From an optimization exercise on the open Yosys and OpenROAD flow, aimed at small area and a short achievable clock period; shortcuts taken in it are not production practice. The RTL was checked by simulation tests, not by an equivalence proof against the original design. Power is estimated from default activity; no workload was simulated.

Setup of before:
==> flow/design.v (excerpt) <==
module conv_window_reader #(
  parameter int MAX_OUTST = 4
) (
  input  logic               clk_i,
  input  logic               rst_i,
  input  logic               start_i,
  input  logic [31:0]        base_i,
  input  logic [31:0]        iw_i,
  input  logic [31:0]        ih_i,
  input  logic [31:0]        k_i,
  output logic               mem_req_o,
  output logic [31:0]        mem_addr_o,
  input  logic               mem_gnt_i,
  input  logic               mem_rvalid_i,
  output logic signed [31:0] loop_i_o,
  output logic signed [31:0] loop_j_o,
  output logic signed [31:0] loop_wi_o,
  output logic signed [31:0] loop_wj_o,
  output logic               out_valid_o,
  output logic               busy_o,
  output logic               done_o
);
Settings: LEC_CHECK=0, CAP_MARGIN=20, CORE_MARGIN=2, CORE_UTILIZATION=80, CTS_BUF_LIST=sky130_fd_sc_hd__clkbuf_8, SLEW_MARGIN=20; clock period 17.0 ns.
standard.sh (not shown) runs the stock make flow with config.mk's settings and CLKGATE_MAP_FILE= SYNTH_SCRIPT=/design/flow/synth_recipe.tcl, a recipe that flattens the netlist after the stock synthesis.
==> flow/flow/run.sh <==
#!/bin/bash
set -euo pipefail
bash standard.sh \
  "BUFFER_PORTS_ARGS=-buffer_cell sky130_fd_sc_hd__buf_1" \
  "SETUP_SLACK_MARGIN=${SETUP_MARGIN_NS:-9.9}" \
  "SKIP_REPAIR_TIE_FANOUT=1" \
  "CTS_ARGS=-repair_clock_nets -buf_list sky130_fd_sc_hd__clkbuf_8" \
  finish > standard_flow.log 2>&1
diff inputs: before => after
- changing CORE_UTILIZATION from 80 to 65
==> flow/flow/run.sh <==
#!/bin/bash
set -euo pipefail
bash standard.sh \
  "BUFFER_PORTS_ARGS=-buffer_cell sky130_fd_sc_hd__buf_1" \
  "SETUP_SLACK_MARGIN=${SETUP_MARGIN_NS:-9.8}" \
  finish > standard_flow.log 2>&1
==> notes.md <==
before → after: power share of the combinational group down 0.4 points; highest clock frequency the design can meet held. The final layout from before, which completed every stage, passed the timing, design-rule and antenna checks at the end of the flow. after | status: complete | timing, DRC, antenna: pass. Looking only at layout filler cell count, and setting everything else aside, the lower value of before and after goes to before. Between before and after, growth of design area from synthesis to finish is higher for after, before comes in under that.

* * *

== raven ==
conv_window_reader, a different RTL version from the one above (not shown whole).
Size: ~1,300 cells after synthesis, roughly 300 I/O pins, ~0.011 mm2 of cells after synthesis.
Settings: LEC_CHECK=0, CAP_MARGIN=20, CORE_MARGIN=2, CORE_UTILIZATION=65, CTS_BUF_LIST=sky130_fd_sc_hd__clkbuf_8, SLEW_MARGIN=20; clock period 17.0 ns.
==> flow/flow/run.sh <==
#!/bin/bash
set -euo pipefail
bash standard.sh \
  "BUFFER_PORTS_ARGS=-buffer_cell sky130_fd_sc_hd__buf_1" \
  "SETUP_SLACK_MARGIN=${SETUP_MARGIN_NS:-9.8}" \
  finish > standard_flow.log 2>&1
Relative to raven, the following input files were edited for cedar:
Settings: removing CTS_BUF_LIST (formerly sky130_fd_sc_hd__clkbuf_8); changing CORE_UTILIZATION from 65 to 40.
==> flow/run.sh (new file) <==
#!/bin/bash
# synth_recipe.tcl (not shown) runs the flow's synth.tcl, then flattens the netlist and writes it again
# the make line also repeats each setting of config.mk as NAME=value (left out here)
make -C /OpenROAD-flow-scripts/flow DESIGN_CONFIG=/design/flow/config.mk WORK_HOME=/design/flow/orfs CLKGATE_MAP_FILE= SYNTH_SCRIPT=/design/flow/synth_recipe.tcl finish
removed: flow/flow/run.sh
removed: flow/standard.sh
[summary]
- Compared with raven, in cedar combinational share of power rose 0.6 points; portion of the clock cycle consumed by the worst path in the final layout rose 6.9 points; wire length of the first global-routing pass rose about 7%.
- buf_1 as the most frequent standard cell in the layout excluding fill and tap cells was reported by raven, and clkdlybuf4s50_1 by cedar.
## Diff of input files: zinc against cedar
Settings: CORE_UTILIZATION now 65, was 40.
==> flow/flow/run.sh (new file) <==
#!/bin/bash
set -euo pipefail
bash standard.sh \
  "BUFFER_PORTS_ARGS=-buffer_cell sky130_fd_sc_hd__buf_1" \
  "SETUP_SLACK_MARGIN=${SETUP_MARGIN_NS:-9.8}" \
  finish > standard_flow.log 2>&1
==> flow/standard.sh (new file) <==
#!/bin/bash
# synth_recipe.tcl (not shown) runs the flow's synth.tcl, then flattens the netlist and writes it again
# the make line also repeats each setting of config.mk as NAME=value (left out here)
make -C /OpenROAD-flow-scripts/flow DESIGN_CONFIG=/design/flow/config.mk WORK_HOME=/design/flow/orfs CLKGATE_MAP_FILE= SYNTH_SCRIPT=/design/flow/synth_recipe.tcl "${@:-finish}"
removed: flow/run.sh
Results
Per the comparison of zinc with cedar, floorplan core area shows a reduction of 0.011 mm2; via count has increased; sequential share of cell area grew by 3.2 points; post-route standard cell area excluding fillers went down; switching share of power up 2.4 points.
Total power: zinc below cedar
Re area added between synthesis and finish: cedar and zinc aren't equal, and the lower value belongs to zinc.
Sort cedar and zinc by routing usage on met1, descending, and zinc comes first.
Flip-flop and latch count delta (zinc -> cedar): insignificant
cedar → zinc: wire length saw a decrease; maximum achievable frequency went up by about 16%.
Looking at worst setup path startpoint, the pad_q result is from cedar; the mem_rvalid_i one comes from zinc.
The following lists how yarrow was set up differently from zinc:
Settings: putting ABC_AREA at 1 where nothing was set.
==> notes.md <==
- Compared with zinc, yarrow has extra setup slack.
- Power density of the placed cells ends up higher on yarrow.
- Between zinc and yarrow, non-clock buffer count is higher for zinc, yarrow comes in under that.
- | part of the power in the clock network | yarrow vs zinc | 0.9 points higher |
Input changes introduced in lagoon (baseline for comparison: yarrow):
Settings: removing ABC_AREA (formerly 1).
--- a/flow/flow/run.sh
+++ b/flow/flow/run.sh
@@ -5 +5 @@
-  "SETUP_SLACK_MARGIN=${SETUP_MARGIN_NS:-9.8}" \
+  "SETUP_SLACK_MARGIN=${SETUP_MARGIN_NS:-9.0}" \
Results
lagoon: done, clean on timing, DRC and antenna. Area after synthesis in lagoon is 550 um2 lower than in yarrow. yarrow → lagoon: number of detailed-routing iterations run before antenna repair now sits lower; maximum ir drop on the vdd rail fell by 0.033 mV; sequential share of layout area moved up; wire length of the first global-routing pass now smaller. Delta (lagoon minus yarrow): non-clock buffer total of the final layout has decreased; power consumption has decreased; multi-input logic area has decreased. Compare lagoon and yarrow | global-route usage lower: lagoon.

-- separate check: timing with driven ports --
No port has a modelled driver above. Below, the same layouts with a new extraction and two added sets of constraints.
Step 1: set_driving_cell puts a clkbuf_16 on clk_i and a buf_2 on each other input, an assumption about the parent block.
Step 2 moves the port delays by t, midway between the first and last clock arrival at a register: inputs arrive t later, outputs are due t later. That takes back most of the time a late clock gives input paths.
a / b / c = ideal ports / drivers / drivers and shift; a / b = the first two.
| run | shift t [ns] | setup WS [ns] | clock arrival spread, ns |
|---|---|---|---|
| before | 0.498 | 9.847 / 9.816 / 9.816 | 0.012 / 0.012 |
| after | 0.500 | 9.831 / 9.800 / 9.800 | 0.012 / 0.012 |
| raven | 0.499 | 9.824 / 9.787 / 9.787 | 0.020 / 0.020 |
| cedar | 0.470 | 8.658 / 8.609 / 8.795 | 0.009 / 0.010 |
| zinc | 0.473 | 9.828 / 9.791 / 9.791 | 0.012 / 0.013 |
| yarrow | 0.489 | 9.889 / 9.863 / 9.863 | 0.012 / 0.011 |
| lagoon | 0.475 | 9.302 / 9.277 / 9.277 | 0.013 / 0.013 |
After both steps setup and hold are still met in every run listed.
